What follows belongs to an exercise in optimizing a design on an open flow for small area; a production flow would make more cautious choices. Function was checked by simulation only, so behaviour that the tests miss may differ from the original. Power and IR drop assume default switching activity.

===== flow/config.mk =====
export PLATFORM = sky130hd
export DESIGN_NAME = cjg_hw_stack
export DESIGN_NICKNAME = cjg_hw_stack
export VERILOG_FILES = /design/flow/design.v
export SDC_FILE = /design/flow/constraint.sdc
export NUM_CORES = 4
export LEC_CHECK = 0
export CAP_MARGIN = 20
export CORE_MARGIN = 2
export CORE_UTILIZATION = 40
export SLEW_MARGIN = 20

===== flow/constraint.sdc =====
create_clock -name core_clock -period 6.0 [get_ports {clk}]
set_input_delay 1.2000 -clock core_clock [delete_from_list [all_inputs] [get_ports {clk}]]
set_output_delay 1.2000 -clock core_clock [all_outputs]
set_load 0.01 [all_outputs]

===== flow/design.v =====
package cjg_stack_pkg;
  localparam logic [1:0] OP_NONE = 2'b00;
  localparam logic [1:0] OP_POP  = 2'b01;
  localparam logic [1:0] OP_PUSH = 2'b10;
  localparam logic [1:0] OP_REPL = 2'b11;
  function automatic int sp_width(input int addrw);
    sp_width = addrw + 1;
  endfunction
endpackage
module cjg_stack_ram #(
  parameter int unsigned WIDTH = 32,
  parameter int unsigned DEPTH = 32,
  parameter int unsigned ADDRW = 5
) (
  input  logic             clk,
  input  logic             reset,
  input  logic             we,
  input  logic [ADDRW-1:0] waddr,
  input  logic [WIDTH-1:0] wdata,
  input  logic [ADDRW-1:0] raddr,
  output logic [WIDTH-1:0] rdata
);
  logic [WIDTH-1:0] mem [DEPTH];
  always_ff @(posedge clk or negedge reset) begin
    if (!reset) begin
      for (int i = 0; i < int'(DEPTH); i++) mem[i] <= '0;
    end else if (we) begin
      mem[waddr] <= wdata;
    end
  end
  always_comb rdata = mem[raddr];
endmodule
module cjg_hw_stack #(
  parameter int unsigned WIDTH = 32,
  parameter int unsigned DEPTH = 32,
  parameter int unsigned ADDRW = 5
) (
  input  logic             clk,
  input  logic             reset,
  input  logic [WIDTH-1:0] d,
  input  logic             push,
  input  logic             pop,
  input  logic             clear,
  input  logic             err_clr,
  output logic [WIDTH-1:0] q,
  output logic [ADDRW:0]   sp,
  output logic             empty,
  output logic             full,
  output logic             overflow,
  output logic             underflow,
  input  logic             scan_in0,
  input  logic             scan_en,
  input  logic             test_mode,
  output logic             scan_out0
);
  localparam int unsigned SPW = cjg_stack_pkg::sp_width(ADDRW);
  logic [1:0]       op;
  logic [SPW-1:0]   sp_n;
  logic [WIDTH-1:0] q_n;
  logic             ov_n;
  logic             un_n;
  logic             we;
  logic [ADDRW-1:0] waddr;
  logic [ADDRW-1:0] raddr;
  logic [WIDTH-1:0] rdata;
  logic             unused_dft;
  assign unused_dft = &{1'b0, scan_in0, scan_en, test_mode};
  assign scan_out0  = 1'b0;
  assign op    = {push, pop};
  assign empty = (sp == '0);
  assign full  = (sp == SPW'(DEPTH));
  assign raddr = ADDRW'(sp - SPW'(2));
  cjg_stack_ram #(
    .WIDTH (WIDTH),
    .DEPTH (DEPTH),
    .ADDRW (ADDRW)
  ) u_ram (
    .clk   (clk),
    .reset (reset),
    .we    (we),
    .waddr (waddr),
    .wdata (d),
    .raddr (raddr),
    .rdata (rdata)
  );
  always_comb begin
    sp_n  = sp;
    q_n   = q;
    ov_n  = overflow;
    un_n  = underflow;
    we    = 1'b0;
    waddr = ADDRW'(sp);
    if (clear) begin
      sp_n = '0;
      q_n  = '0;
      ov_n = 1'b0;
      un_n = 1'b0;
    end else begin
      if (err_clr) begin
        ov_n = 1'b0;
        un_n = 1'b0;
      end
      case (op)
        cjg_stack_pkg::OP_PUSH: begin
          if (full) begin
            ov_n = 1'b1;
          end else begin
            we   = 1'b1;
            sp_n = sp + SPW'(1);
            q_n  = d;
          end
        end
        cjg_stack_pkg::OP_POP: begin
          if (empty) begin
            un_n = 1'b1;
          end else begin
            sp_n = sp - SPW'(1);
            q_n  = (sp >= SPW'(2)) ? rdata : '0;
          end
        end
        cjg_stack_pkg::OP_REPL: begin
          we  = 1'b1;
          q_n = d;
          if (empty) begin
            sp_n = SPW'(1);
          end else begin
            waddr = ADDRW'(sp - SPW'(1));
          end
        end
        default: ;
      endcase
    end
  end
  always_ff @(posedge clk or negedge reset) begin
    if (!reset) begin
      sp        <= '0;
      q         <= '0;
      overflow  <= 1'b0;
      underflow <= 1'b0;
    end else begin
      sp        <= sp_n;
      q         <= q_n;
      overflow  <= ov_n;
      underflow <= un_n;
    end
  end
endmodule

===== flow/run.sh =====
#!/bin/bash
# synth_recipe.tcl (not shown) runs the flow's synth.tcl, then flattens the netlist and writes it again
# the make line also repeats each setting of config.mk as NAME=value (left out here)
make -C /OpenROAD-flow-scripts/flow DESIGN_CONFIG=/design/flow/config.mk WORK_HOME=/design/flow/orfs CLKGATE_MAP_FILE= SYNTH_SCRIPT=/design/flow/synth_recipe.tcl finish

==> run_results.csv, run 1 <==
group,metric,value,unit
drt,drt-pass1-iter-count,6,
clocking,clock-sinks,1064,
synth,yosysSeqAreaShare,54.7,%
clocking,cts_made_buffers,112,
floorplan,dieArea,124000,um^2
floorplan,io_pins,84,
sta,tightestPinTransition,1.21,ns
global_route,grt_overflow_total,0,
setup_path,worstPathMaxFanout,67,
sta,period_minus_slack,4.61,ns
clocking,htree_levels,3,
global_route,grt_pass1_wl,255000,um
setup_path,cp_cell_sequence,"inv_1, ha_1, xnor2_2, buf_12, buf_4, a211o_1, buf_4, nand2_1, buf_4, a31oi_1, a211o_1",
clocking,cts_buffer_depth,3,
sta,maxSlewViolCount,0,
drt,wl,176000,um
sta,max_clock_freq,0.217,GHz
pwr,cellLeakagePower,0.0257,uW
placed_design,dpl_cell_area,51700,um^2
synth,synth_seq_cells,1064,
global_route,grt_use_total,27.9,%
setup_path,crit_top_cell,"buf_4",
clocking,post_cts_buffers,0,
placed_design,gp_congestion,0.809,
drt,viasPerCell,6.32,
synth,synth.distinct_cells,81,
floorplan,die_w,353,um
synth,synthCells,3866,
synth,synth_edf_count,0,
final_layout,mostFrequentLayoutCell,"dfrtp_1",
clocking,tritoncts,"done",
global_route,grt_pass1_vias,34500,
clocking,hold_buffers,0,
pwr,power_density,450,nW/um^2
synth,synthTopCellsByArea,"dfrtp_1 55%, mux2_2 24%, a22oi_1 1.9%",
sta,max_slew_margin,19.2,%
drt,wl_met1,75500,um
placed_design,numPortBuffers,79,
sta,final.setup_skew,0.0344,ns
setup_path,crit_type,"reg2reg",
synth,async_flop_share,100,%
setup_path,end_kind,"flop",
placed_design,dp_cells,5331,
final_layout,ff_latch_area,26600,um^2
drt,routedWlPerCell,31.9,um
final_layout,areaGrowthSynthToFinish,13.6,%
hold_path,hp-class,"reg2reg",
setup_path,reg2reg_depth,11,
floorplan,fp.dieH,353,um
sta,finalHoldViolations,0,
synth,syn_area,48700,um^2
outcome,status,"no timing/DRC/antenna violations",
final_layout,drive_gt1_share,37.1,%
setup_path,cpMaxStageDelayCell,"a211o_1",
placed_design,hpwl,102000,um
setup_path,start_kind,"flop",
drt,drc,0,
pwr,ir_drop,0.000428,V
setup_path,cp.required,6.64,ns
sta,worst_slack,1.39,ns
drt,num_vias,35000,
synth,synth_area_leader_cell,"dfrtp_1",
synth,postSynthAreaPerCell,12.6,um^2
global_route,antenna_found_initial,6,
clocking,clock_latency,0.72,ns
job,maxCapViolations,0,
setup_path,arrival,5.25,ns
final_layout,fin_nets,3886,
final_layout,n_fill_cell,10900,
setup_path,max_stage_delay,0.70,ns
placed_design,dp_slack,1.16,ns
synth,synth_top_cell_area_share,54.7,%
sta,setup_violations,0,
drt,wl_met2,78000,um
drt,drt_iter0_drc,4317,
floorplan,fp.coreArea,120000,um^2
clocking,clockRootBuffer,"clkbuf_16",
final_layout,fin_area,55300,um^2
synth,ys.flop_type,"dfrtp_1",
final_layout,final_cell_mix,"1064 x dfrtp_1, 1028 x mux2_2, 204 x nand2_1",
drt,wl_met3,15800,um
final_layout,fin_cells,5536,
drt,ant_nets,0,
sta,fin_crit_sh,76.9,%
floorplan,rows,127,
global_route,grt_max_degree,157,
floorplan,start_util,40.5,%
clocking,clkSlewWorstSetupHoldPaths,0.06,ns
synth,yosysWarnings,3,
clocking,cts_resized,0,
sta,rsz0062_at_grt,"no",
sta,fin_setup_tns,0,ns
final_layout,multi_input_area,20600,um^2
hold_path,hold_path_depth,1,
drt,routed.top_layer,"met5",
sta,holdWs,0.483,ns
==> final timing paths <==
| path | end | slack [ns] | start |
|---|---|---|---|
| hold reg to reg | q[0]$_DFFE_PN0P_ | 0.48 | u_ram.mem[0][0]$_DFFE_PN0P_ |
| hold / removal | q[0]$_DFFE_PN0P_ | 0.48 | u_ram.mem[0][0]$_DFFE_PN0P_ |
| max in group asynchronous | u_ram.mem[0][14]$_DFFE_PN0P_ | 4.13 | reset |
| setup / recovery | q[10]$_DFFE_PN0P_ | 1.39 | sp[1]$_DFFE_PN0P_ |
| min in group asynchronous | u_ram.mem[22][6]$_DFFE_PN0P_ | 0.53 | reset |
| setup reg to reg | q[10]$_DFFE_PN0P_ | 1.39 | sp[1]$_DFFE_PN0P_ |
==> area by class of cell <==
cell class / instances / share of cell area, %
well taps: 1612 / 3.65
multi-input cells: 2404 / 37.2
clock inverters: 25 / 0.502
repair buffers: 238 / 4.27
flip-flops and latches: 1064 / 48.2
clock buffers: 178 / 6.14
diodes: 1 / 0.00453
inverters: 14 / 0.0951
==> per-stage QoR <==
| stage | util [%] | total power [uW] |
|---|---|---|
| 5_1_grt | 46.0 | 25700 |
| 3_3_place_gp | 43.0 | 17500 |
| 3_5_place_dp | 43.0 | 17700 |
| 2_1_floorplan | - | 14400 |
| 4_1_cts | 46.0 | 24700 |
| 6_report | 46.0 | 24900 |
==> sequential cells by signal (all words and copies together), names as in the netlist <==
signal and flops:
q 32, overflow 1, underflow 1, u_ram.mem 1024, sp 6
==> metal layers <==
layer | track usage (%) | vias up
li1 | - | 14200
met1 | 39.3 | 18700
met2 | 42.1 | 1664
met3 | 5.88 | 380
met4 | 10.5 | 2
met5 | 0 | -
==> synth_stat cells, types with 24 or more instances <==
cell	instances
dfrtp_1	1064
mux2_2	1028
nand2_1	228
clkbuf_1	188
nand3_1	166
buf_2	131
a21oi_1	124
a22oi_1	121
o21ai_0	79
a221oi_1	74
a31oi_1	56
mux2i_1	54
and3_1	51
nor2_1	49
a222oi_1	31
buf_1	31
buf_4	27
a22o_1	26
o22ai_1	26
nand4_1	24
==> worst max-delay path: cells and delay by family, from the launching register on <==
family	cells	cell delay, ns
flip-flops	1	0.65
AND/OR/NAND/NOR	1	0.09
adder cells (fa/ha/maj)	1	0.40
XOR/XNOR	1	0.27
AO/OA/AOI/OAI	3	1.27
buffers and inverters	5	1.74
==> kinds of logic (layout without fill, tap and decap cells) <==
kind of cell	count (synthesis)	count (layout)	synth area share, %
buffers and inverters	398	455	3.68
other	1	2	0.00770
XOR/XNOR	8	8	0.159
adder cells (fa/ha/maj)	11	11	0.283
multiplexers	1091	1091	25.1
flip-flops	1064	1064	54.7
AO/OA/AOI/OAI	672	672	9.84
AND/OR/NAND/NOR	621	621	6.22
==> where the power goes <==
group,internal [uW],switching [uW]
logic,2890,4950
registers,9000,982
clock network,4070,2970
==> run 2: changes to the inputs <==
==> flow/design.v (replaced) <==
package cjg_stack_pkg;
  localparam logic [1:0] OP_NONE = 2'b00;
  localparam logic [1:0] OP_POP  = 2'b01;
  localparam logic [1:0] OP_PUSH = 2'b10;
  localparam logic [1:0] OP_REPL = 2'b11;
  function automatic int sp_width(input int addrw);
    sp_width = addrw + 1;
  endfunction
endpackage
module cjg_stack_ram #(
  parameter int unsigned WIDTH = 32,
  parameter int unsigned DEPTH = 32
) (
  input  logic [WIDTH*DEPTH-1:0] rows,
  input  logic [DEPTH-1:0]       rsel,
  output logic [WIDTH-1:0]       rdata
);
  localparam int unsigned NG = (DEPTH + 2) / 3;
  logic [3*NG-1:0]       sel;
  logic [WIDTH*3*NG-1:0] rw;
  always_comb begin
    sel = '0;
    rw  = '0;
    sel[DEPTH-1:0]       = rsel;
    rw[WIDTH*DEPTH-1:0]  = rows;
  end
  for (genvar b = 0; b < int'(WIDTH); b++) begin : g_bit
    logic [NG-1:0] grp_n;
    for (genvar g = 0; g < int'(NG); g++) begin : g_grp
      cjg_stack_aoi3 u_aoi (
        .s (sel[3*g +: 3]),
        .x ({rw[WIDTH*(3*g+2)+b], rw[WIDTH*(3*g+1)+b], rw[WIDTH*(3*g)+b]}),
        .y (grp_n[g])
      );
    end
    assign rdata[b] = ~&grp_n;
  end
endmodule
module cjg_stack_aoi3 (
  input  logic [2:0] s,
  input  logic [2:0] x,
  output logic       y
);
  assign y = ~|(s & x);
endmodule
module cjg_hw_stack #(
  parameter int unsigned WIDTH = 32,
  parameter int unsigned DEPTH = 32,
  parameter int unsigned ADDRW = 5
) (
  input  logic             clk,
  input  logic             reset,
  input  logic [WIDTH-1:0] d,
  input  logic             push,
  input  logic             pop,
  input  logic             clear,
  input  logic             err_clr,
  output logic [WIDTH-1:0] q,
  output logic [ADDRW:0]   sp,
  output logic             empty,
  output logic             full,
  output logic             overflow,
  output logic             underflow,
  input  logic             scan_in0,
  input  logic             scan_en,
  input  logic             test_mode,
  output logic             scan_out0
);
  localparam int unsigned SPW = cjg_stack_pkg::sp_width(ADDRW);
  logic [WIDTH*DEPTH-1:0] mem;
  logic [DEPTH-1:0]       dec;
  logic [DEPTH-1:0]       rsel;
  logic [DEPTH-1:0]       wsel;
  logic                   do_push;
  logic                   do_repl;
  logic                   do_pop;
  logic                   unused_dft;
  assign unused_dft = &{1'b0, scan_in0, scan_en, test_mode};
  assign scan_out0  = 1'b0;
  assign empty = (sp == '0);
  assign full  = sp[ADDRW];
  assign do_push = push & ~clear & (~pop | empty) & ~full;
  assign do_repl = push & pop & ~clear & ~empty;
  assign do_pop  = pop & ~push & ~clear & ~empty;
  always_comb begin
    for (int i = 0; i < int'(DEPTH); i++) dec[i] = (sp[ADDRW-1:0] == ADDRW'(i));
  end
  always_comb begin
    rsel    = dec;
    rsel[0] = full;
    for (int i = 0; i < int'(DEPTH); i++)
      wsel[i] = (do_repl & dec[i]) | (do_push & dec[(i + int'(DEPTH) - 1) % int'(DEPTH)]);
  end
  for (genvar i = 0; i < int'(DEPTH); i++) begin : g_row
    always_ff @(posedge clk) begin
      if (wsel[i]) mem[WIDTH*i +: WIDTH] <= d;
    end
  end
  cjg_stack_ram #(
    .WIDTH (WIDTH),
    .DEPTH (DEPTH)
  ) u_rd (
    .rows  (mem),
    .rsel  (rsel),
    .rdata (q)
  );
  always_ff @(posedge clk or negedge reset) begin
    if (!reset) begin
      sp        <= '0;
      overflow  <= 1'b0;
      underflow <= 1'b0;
    end else begin
      if (clear) sp <= '0;
      else if (do_push) sp <= sp + SPW'(1);
      else if (do_pop) sp <= sp - SPW'(1);
      overflow  <= ~clear & ((push & ~pop & full) | (overflow & ~err_clr));
      underflow <= ~clear & ((pop & ~push & empty) | (underflow & ~err_clr));
    end
  end
endmodule
--- a/flow/config.mk
+++ b/flow/config.mk
@@ -9,3 +9,4 @@
 export CORE_MARGIN = 2
 export CORE_UTILIZATION = 40
 export SLEW_MARGIN = 20
+export SYNTH_HIERARCHICAL = 1
==> run_results.csv, run 2 <==
group,metric,value,unit
floorplan,fp.dieH,305,um
setup_path,r2r-end,"mem[891]$_DFFE_PP_",
synth,synth.distinct_cells,42,
placed_design,hpwl,57300,um
drt,viasPerCell,6.30,
drt,drt_iter0_drc,3509,
hold_path,holdPathEnd,"overflow$_DFF_PN0_",
sta,finalHoldViolations,0,
synth,synth_top_cell_area_share,84.9,%
synth,yosysWarnings,8,
final_layout,areaGrowthSynthToFinish,18.7,%
floorplan,rows,110,
drt,num_vias,20500,
synth,syn_area,36200,um^2
drt,routedWlPerCell,31.6,um
placed_design,gp_congestion,0.820,
clocking,post_cts_buffers,0,
floorplan,die_w,305,um
sta,fin_crit_sh,95.0,%
setup_path,start_kind,"flop",
clocking,clockRootBuffer,"clkbuf_16",
sta,period_minus_slack,5.70,ns
sta,max_clock_freq,0.175,GHz
sta,rsz0062_at_grt,"no",
synth,ys.flop_type,"edfxtp_1",
sta,setup_violations,0,
drt,wl,103000,um
global_route,grt_pass1_vias,20500,
clocking,tritoncts,"done",
hold_path,min_from,"overflow$_DFF_PN0_",
synth,synth_edf_count,1024,
setup_path,end_kind,"output pin",
floorplan,io_pins,84,
final_layout,n_fill_cell,7278,
global_route,grt_overflow_total,0,
synth,synthTopCellsByArea,"edfxtp_1 85%, a222oi_1 9.7%, nand4_1 1.2%",
final_layout,largest_reg_flops,1024,
pwr,power_density,400,nW/um^2
global_route,grt_max_degree,39,
floorplan,start_util,40.3,%
setup_path,worst-r2r-setup-slack,2.05,ns
setup_path,cp.required,4.80,ns
synth,synth_common_cells,"1024 x edfxtp_1, 352 x a222oi_1, 67 x nand4_1",
sta,fin_setup_tns,0,ns
final_layout,mostFrequentLayoutCell,"edfxtp_1",
global_route,antenna_found_initial,3,
drt,ant_nets,0,
placed_design,dp_cells,3075,
placed_design,numPortBuffers,79,
synth,async_flop_share,0.775,%
synth,synth_area_leader_cell,"edfxtp_1",
pwr,cellLeakagePower,0.0133,uW
final_layout,fin_nets,2046,
final_layout,final_cell_mix,"1024 x edfxtp_1, 352 x a222oi_1, 102 x clkbuf_16",
sta,tightestPinTransition,1.24,ns
sta,max_slew_margin,17.7,%
setup_path,arrival,4.50,ns
setup_path,worstPathMaxFanout,32,
sta,maxSlewViolCount,0,
final_layout,drive_gt1_share,15.3,%
global_route,grt_pass1_wl,145000,um
setup_path,reg2reg_depth,7,
clocking,htree_levels,3,
final_layout,fin_area,43000,um^2
final_layout,largestRegisters,"mem x1024, sp x6",
outcome,status,"no timing/DRC/antenna violations",
sta,final.setup_skew,0.0278,ns
placed_design,dpl_cell_area,39900,um^2
job,maxCapViolations,0,
drt,drt-pass1-iter-count,9,
synth,postSynthAreaPerCell,21.4,um^2
clocking,cts_made_buffers,99,
setup_path,crit_type,"reg2out",
sta,holdWs,0.540,ns
clocking,cts_buffer_depth,3,
drt,drc,0,
clocking,cts_resized,0,
clocking,clkSlewWorstSetupHoldPaths,0.06,ns
final_layout,top_register,"mem",
final_layout,fin_cells,3259,
clocking,clock-sinks,1032,
floorplan,dieArea,93000,um^2
hold_path,hold_path_depth,2,
synth,synth_most_common_cell,"edfxtp_1",
synth,synthCells,1691,
setup_path,r2r_start,"sp[5]$_DFFE_PN0P_",
synth,synth_seq_cells,1032,
pwr,ir_drop,0.000221,V
global_route,grt_use_total,21.8,%
clocking,hold_buffers,0,
clocking,clock_latency,0.67,ns
hold_path,hp-class,"reg2reg",
floorplan,fp.coreArea,89900,um^2
synth,yosysSeqAreaShare,85.4,%
final_layout,post-route-util,47.9,%
==> run 2: changes by cell type after synthesis, sizes merged, moves of 80 or more <==
cell / change
buf: -186
a222oi: +321
nand3: -130
dfrtp: -1056
a21oi: -119
a22oi: -121
clkbuf: -182
edfxtp: +1024
o21ai: -80
nand2: -218
mux2: -1031
==> run 2: final cells by class <==
class	instances	area, um^2	area share [%]
multi-input combinational	702	5940	13.8
tap	1176	1470	3.42
inverter	4	15.0	0.0349
clock buffer	124	2640	6.13
antenna	3	7.51	0.0175
sequential	1032	31000	72.0
timing repair buffer	161	1430	3.33
clock inverter	57	561	1.30
==> run 2: worst max-delay path by stage <==
stage                      startpoint                 end  slack (ns)
floorplan                        push  mem[640]$_DFFE_PP_        1.10
global placement    sp[0]$_DFFE_PN0P_                q[9]        1.07
detailed placement  sp[0]$_DFFE_PN0P_               q[27]        1.00
CTS                 sp[0]$_DFFE_PN0P_               q[27]        0.28
global route        sp[0]$_DFFE_PN0P_               q[27]        0.06
finish              sp[0]$_DFFE_PN0P_               q[27]        0.30
==> run 2: kinds of logic (layout without fill, tap and decap cells) <==
group	after synthesis	count (layout)	synth area share (%)
buffers and inverters	20	346	0.245
AND/OR/NAND/NOR	245	245	3.62
AO/OA/AOI/OAI	381	381	10.3
other	2	68	0.0207
flip-flops	1032	1032	85.4
multiplexers	6	6	0.187
adder cells (fa/ha/maj)	5	5	0.193
==> run 2: critical path, cell delays in order, from the launching register on <==
cell and delay (ns):
dfrtp_1 0.67, nand2_2 0.29, or2_0 0.54, nor2_4 0.94, a222oi_1 0.30, nand4_1 0.20, or3_1 0.30, clkdlybuf4s50_1 0.60
==> run 2: where the power goes <==
group	internal (uW)	switching, uW	leakage, uW
clock network	3470	2630	0.00156
logic	1040	1830	0.00238
registers	8140	108	0.00931
total	12700	4560	0.0133
==> run 2: stage by stage <==
step | power, uW | worst slack (ns)
global route | 17700 | 0.0641
CTS | 17300 | 0.275
global placement | 11200 | 1.07
finish | 17200 | 0.302
floorplan | 9610 | 1.10
detailed placement | 11300 | 1.00
==> run 2: routing by layer <==
metal  track usage [%]  routed length (um)  up-vias
li1                  -                   -     8470
met1              27.8               38500    10600
met2              36.6               51100     1236
met3              4.30               10100      184
met4              8.75                3320        0
met5                 0                   0        -
==> run 2: per-module statistics from Yosys, one instance, submodules excluded, a selection <==
| module | cells inside | cell area [um^2] | flops+latches | copies in the design |
|---|---|---|---|---|
| cjg_hw_stack | 1210 | 31900 | 1032 | 1 |
| cjg_stack_aoi3 | 1 | 10.0 | 0 | 352 |
==> run 3: changes to the inputs <==
--- a/flow/design.v
+++ b/flow/design.v
@@ -16,22 +16,21 @@
   output logic [WIDTH-1:0]       rdata
 );
   localparam int unsigned NG = (DEPTH + 2) / 3;
-  logic [3*NG-1:0]       sel;
-  logic [WIDTH*3*NG-1:0] rw;
-  always_comb begin
-    sel = '0;
-    rw  = '0;
-    sel[DEPTH-1:0]       = rsel;
-    rw[WIDTH*DEPTH-1:0]  = rows;
-  end
   for (genvar b = 0; b < int'(WIDTH); b++) begin : g_bit
     logic [NG-1:0] grp_n;
     for (genvar g = 0; g < int'(NG); g++) begin : g_grp
-      cjg_stack_aoi3 u_aoi (
-        .s (sel[3*g +: 3]),
-        .x ({rw[WIDTH*(3*g+2)+b], rw[WIDTH*(3*g+1)+b], rw[WIDTH*(3*g)+b]}),
-        .y (grp_n[g])
-      );
+      localparam int unsigned N = (int'(DEPTH) - 3*g >= 3) ? 3 : int'(DEPTH) - 3*g;
+      logic [N-1:0] x;
+      for (genvar k = 0; k < int'(N); k++) begin : g_x
+        assign x[k] = rows[WIDTH*(3*g+k)+b];
+      end
+      if (N == 3) begin : g_aoi3
+        cjg_stack_aoi3 u_aoi (.s (rsel[3*g +: 3]), .x (x), .y (grp_n[g]));
+      end else if (N == 2) begin : g_aoi2
+        cjg_stack_aoi2 u_aoi (.s (rsel[3*g +: 2]), .x (x), .y (grp_n[g]));
+      end else begin : g_nand
+        assign grp_n[g] = ~(rsel[3*g] & x[0]);
+      end
     end
     assign rdata[b] = ~&grp_n;
   end
@@ -39,6 +38,13 @@
 module cjg_stack_aoi3 (
   input  logic [2:0] s,
   input  logic [2:0] x,
+  output logic       y
+);
+  assign y = ~|(s & x);
+endmodule
+module cjg_stack_aoi2 (
+  input  logic [1:0] s,
+  input  logic [1:0] x,
   output logic       y
 );
   assign y = ~|(s & x);
--- a/flow/config.mk
+++ b/flow/config.mk
@@ -8,5 +8,7 @@
 export CAP_MARGIN = 20
 export CORE_MARGIN = 2
 export CORE_UTILIZATION = 40
+export CTS_CLUSTER_DIAMETER = 100
+export CTS_CLUSTER_SIZE = 24
 export SLEW_MARGIN = 20
 export SYNTH_HIERARCHICAL = 1
==> run_results.csv, run 3 <==
group,metric,value,unit
sta,fin_setup_tns,0,ns
global_route,grt_pass1_vias,19600,
floorplan,io_pins,84,
floorplan,die_w,305,um
clocking,clock-sinks,1032,
sta,max_slew_margin,19.3,%
synth,synthTopCellsByArea,"edfxtp_1 85%, a222oi_1 8.8%, nand4_1 1.2%",
setup_path,critPathTopFamily,"simple AND/OR/NAND/NOR gates",
drt,drc,0,
clocking,hold_buffers,0,
global_route,grt_overflow_total,0,
setup_path,cpMaxStageDelayCell,"nand2b_1",
sta,setup_violations,0,
floorplan,fp.dieH,305,um
outcome,status,"no timing/DRC/antenna violations",
synth,synth_most_common_cell,"edfxtp_1",
sta,tightestPinTransition,1.21,ns
clocking,htree_levels,2,
synth,synth_common_cells,"1024 x edfxtp_1, 320 x a222oi_1, 67 x nand4_1",
synth,yosysWarnings,7,
job,maxCapViolations,0,
setup_path,crit_buf_inv,2,
final_layout,mostFrequentLayoutCell,"edfxtp_1",
placed_design,dp_cells,3014,
floorplan,fp.coreArea,90000,um^2
sta,rsz0062_at_grt,"no",
setup_path,cp_cell_sequence,"nand2b_1, nor2_4, buf_4, a222oi_1, nand4_1, or3_1, clkdlybuf4s50_1",
sta,maxSlewViolCount,0,
final_layout,largest_reg_flops,1024,
global_route,grt_use_total,21.5,%
floorplan,start_util,40.3,%
clocking,tritoncts,"done",
drt,routedWlPerCell,33.5,um
floorplan,rows,110,
clocking,post_cts_buffers,0,
sta,finalHoldViolations,0,
global_route,grt_pass1_wl,144000,um
pwr,ir_drop,0.000302,V
final_layout,areaGrowthSynthToFinish,13.2,%
synth,postSynthAreaPerCell,21.5,um^2
synth,ys.flop_type,"edfxtp_1",
drt,num_vias,20100,
placed_design,gp_congestion,0.817,
clocking,cts_buffer_depth,3,
synth,synth_top_cell_area_share,84.7,%
clocking,cts_resized,0,
sta,holdWs,0.548,ns
synth,yosysSeqAreaShare,85.3,%
hold_path,hp-class,"reg2reg",
final_layout,largestRegisters,"mem x1024, sp x6",
clocking,clock_latency,0.67,ns
final_layout,drive_gt1_share,13.5,%
placed_design,hpwl,58000,um
final_layout,fin_area,41100,um^2
setup_path,end_kind,"output pin",
global_route,grt_max_degree,33,
placed_design,numPortBuffers,79,
setup_path,worstPathMaxFanout,20,
global_route,antenna_found_initial,7,
final_layout,top_register,"mem",
final_layout,fin_nets,1937,
placed_design,dpl_cell_area,39700,um^2
synth,synth.distinct_cells,43,
sta,period_minus_slack,5.57,ns
drt,wl,103000,um
clocking,clockRootBuffer,"clkbuf_16",
drt,drt_iter0_drc,3527,
synth,synth_edf_count,1024,
pwr,cellLeakagePower,0.0122,uW
sta,max_clock_freq,0.179,GHz
setup_path,arrival,4.37,ns
final_layout,fin_cells,3077,
sta,final.setup_skew,0.0554,ns
final_layout,post-route-util,45.6,%
setup_path,start_kind,"flop",
drt,drt-pass1-iter-count,6,
drt,ant_nets,0,
pwr,power_density,365,nW/um^2
final_layout,antenna_cells,0,
setup_path,max_stage_delay,0.74,ns
synth,async_flop_share,0.775,%
clocking,cts_made_buffers,49,
drt,viasPerCell,6.53,
synth,syn_area,36300,um^2
synth,synth_seq_cells,1032,
clocking,clkSlewWorstSetupHoldPaths,0.09,ns
setup_path,crit_type,"reg2out",
sta,fin_crit_sh,92.9,%
synth,synthCells,1690,
final_layout,final_cell_mix,"1024 x edfxtp_1, 320 x a222oi_1, 78 x buf_4",
synth,synth_area_leader_cell,"edfxtp_1",
floorplan,dieArea,93200,um^2
setup_path,cp.required,4.80,ns
## run 3: cell count changes in the layout (fill, tap and decap cells not counted), moves of 2 or more
| cell | change |
|---|---|
| clkinv_1 | -20 |
| a222oi_1 | -32 |
| buf_4 | +5 |
| clkinv_2 | -20 |
| clkbuf_16 | -53 |
| buf_2 | -13 |
| clkdlybuf4s50_1 | +13 |
| bufinv_16 | -8 |
| conb_1 | -64 |
| clkinv_4 | -2 |
| a22oi_2 | +32 |
| clkbuf_1 | -15 |
| diode_2 | -3 |
## run 3: logic make-up after synthesis
kind of cell	after synthesis	synth area share, %
DFF	1032	85.3
AOI/OAI and AO/OA	381	10.5
and+or+nand+nor	245	3.61
buffers and inverters	20	0.245
muxes	6	0.186
adders and majority gates	5	0.193
other	1	0.0103
## run 3: final cells by class
cell class,instances,area (um^2)
timing repair buffer,166,1520
fill,7490,48900
clock buffer,56,1250
tap,1176,1470
multi-input combinational,638,5780
clock inverter,5,93.8
sequential,1032,31000
inverter,4,15.0
## run 3: worst paths after layout
kind | to | from | cells past startpoint | slack, ns
worst max-delay path | q[15] | sp[3]$_DFFE_PN0P_ | 7 | 0.43
worst min-delay path | overflow$_DFF_PN0_ | overflow$_DFF_PN0_ | 2 | 0.55
worst max register to register | mem[687]$_DFFE_PP_ | sp[5]$_DFFE_PN0P_ | 7 | 1.96
worst min register to register | overflow$_DFF_PN0_ | overflow$_DFF_PN0_ | 2 | 0.55
max in group asynchronous | sp[5]$_DFFE_PN0P_ | reset | 1 | 4.86
min in group asynchronous | underflow$_DFF_PN0_ | reset | 1 | 0.85
## run 3: per-module statistics from Yosys, one instance, submodules excluded, excerpt
module	flops+latches	times used	cells inside
cjg_hw_stack	1032	1	1210
cjg_stack_aoi2	0	32	1
cjg_stack_aoi3	0	320	1
## run 3: metal layers
metal  vias to the layer above  GRT usage, %  wire length (um)
li1                       8176             -                 -
met1                     10500          28.3             38300
met2                      1221          37.1             51700
met3                       168          3.96             10400
met4                         0          5.66              2640
met5                         -             0                 0
## run 3: worst reg2reg max path: stages (launching register included)
cell and delay, ns:
dfrtp_2 0.63, buf_4 0.39, nor4_4 0.40, a21oi_2 0.17, nor2_1 0.27, o2111ai_1 0.50, nor2_4 1.05, buf_4 0.37
## run 3: through the flow
step	total power, uW	setup slack, ns
2_1_floorplan	9680	1.10
3_3_place_gp	11500	1.13
3_5_place_dp	11500	1.09
4_1_cts	15100	0.395
5_1_grt	15500	0.256
6_report	15000	0.428
## run 3: where the power goes
group / total [uW] / internal, uW / switching (uW) / leakage [uW]
clock: 3650 / 1510 / 2140 / 0.000653
combinational: 3090 / 1190 / 1900 / 0.00223
sequential: 8250 / 8130 / 117 / 0.00931
==> run 4: changes to the inputs <==
==> flow/flow/run.sh (new file) <==
#!/bin/bash
# The standard ORFS layout (standard.sh, standard synthesis unchanged) with two
# placement/CTS options changed:
#  - buffer_ports inserts sky130_fd_sc_hd__buf_2 on every input and output port
#    instead of the delay buffer (clkdlybuf4s50_1) it picks by default;
#  - CTS clusters up to 24 sinks within 100 um per leaf buffer and inserts no
#    dummy loads.
# The full make output goes to standard.log; each ORFS step keeps its own log
# under orfs/logs/.
set -euo pipefail
bash standard.sh \
  "BUFFER_PORTS_ARGS=-buffer_cell sky130_fd_sc_hd__buf_2" \
  "CTS_ARGS=-sink_clustering_enable -repair_clock_nets -dont_use_dummy_load -sink_clustering_size 24 -sink_clustering_max_diameter 100" \
  finish > standard.log 2>&1
==> flow/standard.sh (new file) <==
#!/bin/bash
# synth_recipe.tcl (not shown) runs the flow's synth.tcl, then flattens the netlist and writes it again
# the make line also repeats each setting of config.mk as NAME=value (left out here)
make -C /OpenROAD-flow-scripts/flow DESIGN_CONFIG=/design/flow/config.mk WORK_HOME=/design/flow/orfs CLKGATE_MAP_FILE= SYNTH_SCRIPT=/design/flow/synth_recipe.tcl "${@:-finish}"
--- a/flow/config.mk
+++ b/flow/config.mk
@@ -8,7 +8,5 @@
 export CAP_MARGIN = 20
 export CORE_MARGIN = 2
 export CORE_UTILIZATION = 40
-export CTS_CLUSTER_DIAMETER = 100
-export CTS_CLUSTER_SIZE = 24
 export SLEW_MARGIN = 20
 export SYNTH_HIERARCHICAL = 1
removed: flow/run.sh
==> run_results.csv, run 4 <==
group,metric,value,unit
final_layout,fin_cells,3060,
floorplan,dieArea,93200,um^2
synth,synth_most_common_cell,"edfxtp_1",
synth,synth_edf_count,1024,
synth,synth.distinct_cells,43,
sta,finalHoldViolations,0,
drt,drt-pass1-iter-count,10,
global_route,grt_max_degree,33,
final_layout,largest_reg_flops,1024,
floorplan,fp.dieH,305,um
floorplan,rows,110,
final_layout,largestRegisters,"mem x1024, sp x6",
placed_design,numPortBuffers,79,
global_route,antenna_found_initial,6,
sta,period_minus_slack,5.46,ns
floorplan,fp.coreArea,90000,um^2
final_layout,mostFrequentLayoutCell,"edfxtp_1",
global_route,grt_overflow_total,0,
synth,synth_area_leader_cell,"edfxtp_1",
drt,num_vias,19800,
placed_design,gp_congestion,0.833,
synth,synth_top_cell_area_share,84.7,%
global_route,grt_pass1_wl,139000,um
final_layout,fin_nets,1930,
drt,drc,0,
synth,ys.flop_type,"edfxtp_1",
pwr,cellLeakagePower,0.0121,uW
sta,fin_crit_sh,91.0,%
final_layout,final_cell_mix,"1024 x edfxtp_1, 320 x a222oi_1, 79 x buf_2",
final_layout,ff_latch_area,31000,um^2
setup_path,cp.required,4.80,ns
clocking,clkSlewWorstSetupHoldPaths,0.07,ns
synth,yosysWarnings,7,
drt,wl,99700,um
setup_path,cpMaxStageDelayCell,"dfrtp_1",
synth,syn_area,36300,um^2
placed_design,dp_cells,3009,
setup_path,end_kind,"output pin",
clocking,tritoncts,"done",
pwr,ir_drop,0.000268,V
pwr,total_power,14500,uW
synth,synthTopCellsByArea,"edfxtp_1 85%, a222oi_1 8.8%, nand4_1 1.2%",
final_layout,multi_input_area,5780,um^2
clocking,cts_made_buffers,49,
clocking,post_cts_buffers,0,
clocking,hold_buffers,0,
sta,rsz0062_at_grt,"no",
setup_path,start_kind,"flop",
global_route,grt_pass1_vias,19200,
hold_path,hp-class,"in2async",
setup_path,arrival,4.26,ns
sta,final.setup_skew,0.0365,ns
setup_path,worstPathMaxFanout,20,
synth,synth_mux_area_share,0.186,%
setup_path,critPathTopFamily,"simple AND/OR/NAND/NOR gates",
drt,routedWlPerCell,32.6,um
clocking,clock-sinks,1032,
sta,fin_setup_tns,0,ns
setup_path,crit_buf_inv,2,
final_layout,top_register,"mem",
setup_path,cp_cell_sequence,"nand2_2, or2_0, nor2_4, buf_4, a222oi_1, nand4_1, or3_1, buf_2",
floorplan,die_w,305,um
clocking,cts_resized,0,
job,maxCapViolations,0,
floorplan,io_pins,84,
clocking,clock_latency,0.63,ns
sta,max_slew_margin,20.1,%
clocking,cts_buffer_depth,3,
global_route,grt_use_total,20.9,%
synth,async_flop_share,0.775,%
drt,viasPerCell,6.47,
outcome,status,"no timing/DRC/antenna violations",
sta,tightestPinTransition,1.20,ns
synth,synthCells,1690,
synth,yosys.area_share.simple,3.61,%
setup_path,max_stage_delay,0.67,ns
sta,max_clock_freq,0.183,GHz
synth,postSynthAreaPerCell,21.5,um^2
final_layout,areaGrowthSynthToFinish,11.5,%
placed_design,hpwl,59100,um
setup_path,crit_type,"reg2out",
pwr,power_density,358,nW/um^2
synth,synthXorXnorAreaFrac,0,%
synth,synth_seq_cells,1032,
clocking,clockRootBuffer,"clkbuf_16",
drt,drt_iter0_drc,3691,
floorplan,start_util,40.3,%
synth,synth_common_cells,"1024 x edfxtp_1, 320 x a222oi_1, 67 x nand4_1",
sta,setup_violations,0,
clocking,htree_levels,2,
synth,synth_fa_ha_area_share,0.193,%
synth,yosysSeqAreaShare,85.3,%
drt,ant_nets,0,
sta,maxSlewViolCount,0,
synth,synth_top_family_by_area,"compound AO/OA/AOI/OAI gates",
synth,synth_compound_area_share,10.5,%
final_layout,drive_gt1_share,16.8,%
final_layout,n_fill_cell,7616,
-- run 4: cell counts after synthesis --
Identical to the previous run, type by type.
-- run 4: final cells by class --
cell class,count,share of cell area (%)
clock buffers,49,3.03
flip-flops and latches,1032,76.5
repair buffers,159,2.55
well taps,1176,3.63
inverters,4,0.0371
multi-input cells,638,14.3
diodes,2,0.0124
-- run 4: per-stage QoR --
step	utilization [%]	worst slack, ns	hold WS [ns]	instance area, um^2
global route	45.0	0.416	0.416	40500
finish	45.0	0.541	0.430	40500
global placement	43.6	1.24	0.531	39300
CTS	45.0	0.568	0.405	40500
floorplan	-	1.10	0.564	36300
detailed placement	43.6	1.24	0.531	39300
-- run 4: logic make-up (layout without fill, tap and decap cells) --
group / count (synthesis) / in the layout
buffers and inverters: 20 / 212
multiplexers: 6 / 6
flip-flops: 1032 / 1032
AND/OR/NAND/NOR: 245 / 245
adder cells (fa/ha/maj): 5 / 5
AO/OA/AOI/OAI: 381 / 381
other: 1 / 3
-- run 4: layer usage --
layer	share of wire (%)	track usage, %
met3	9.6	3.51
met1	37	27.0
met4	2.5	5.57
met5	0	0
met2	51	36.6
-- run 4: final timing paths --
| kind | from | endpoint | slack [ns] | depth (start not counted) |
|---|---|---|---|---|
| max in group asynchronous | reset | sp[5]$_DFFE_PN0P_ | 5.38 | 1 |
| max | sp[1]$_DFFE_PN0P_ | q[26] | 0.54 | 8 |
| min in group core_clock | overflow$_DFF_PN0_ | overflow$_DFF_PN0_ | 0.54 | 2 |
| min reg2reg | overflow$_DFF_PN0_ | overflow$_DFF_PN0_ | 0.54 | 2 |
| max reg2reg | sp[1]$_DFFE_PN0P_ | mem[131]$_DFFE_PP_ | 1.88 | 6 |
| min | reset | overflow$_DFF_PN0_ | 0.43 | 1 |
-- run 4: Yosys stat by module (local to each module, per instance), excerpt --
module	cell area, um^2	copies in the design	cells	flops+latches
cjg_hw_stack	31900	1	1210	1032
cjg_stack_aoi2	12.5	32	1	0
cjg_stack_aoi3	10.0	320	1	0
-- run 4: power by group --
group          internal, uW  switching [uW]
clock                  1460            2030
combinational           882            1860
sequential             8120             133
-- run 4: worst reg2reg max path: cells and delay by family (launching register included) --
kind                   cells  cell delay (ns)
flip-flops                 1             0.86
multiplexers               1             0.32
buffers and inverters      1             0.42
AND/OR/NAND/NOR            4             2.22

==> separate check: timing with driven ports <==
No port has a modelled driver above. Below, the same layouts with a new extraction and two added sets of constraints. Step 1 sets driving cells, clkbuf_16 on the clock port and buf_2 on the other inputs (assumed; they add their load-dependent delay and slew). Step 2, shift: input delay + t, output delay - t, t = (earliest + latest rising clock arrival at the registers) / 2. This alone moves slack from input paths to output paths. Slacks: ideal ports / drivers / drivers and shift; pairs: ideal ports / drivers.
run | t (ns) | setup WS [ns] | hold slack, ns | worst data-port slew with drivers (ns)
run 1 | 0.784 | 1.388 / 1.388 / 1.071 | 0.483 / 0.483 / 0.483 | 0.13
run 2 | 0.722 | 0.302 / 0.237 / 0.959 | 0.540 / 0.540 / 0.540 | 0.16
run 3 | 0.711 | 0.428 / 0.362 / 1.072 | 0.548 / 0.548 / 0.548 | 0.14
run 4 | 0.691 | 0.541 / 0.465 / 1.155 | 0.430 / 0.380 / 0.537 | 0.12
After both steps every run listed still meets setup and hold. The setup slack of run 1, which loses most, moves by 0.000 ns with the drivers and by -0.317 ns with both steps.
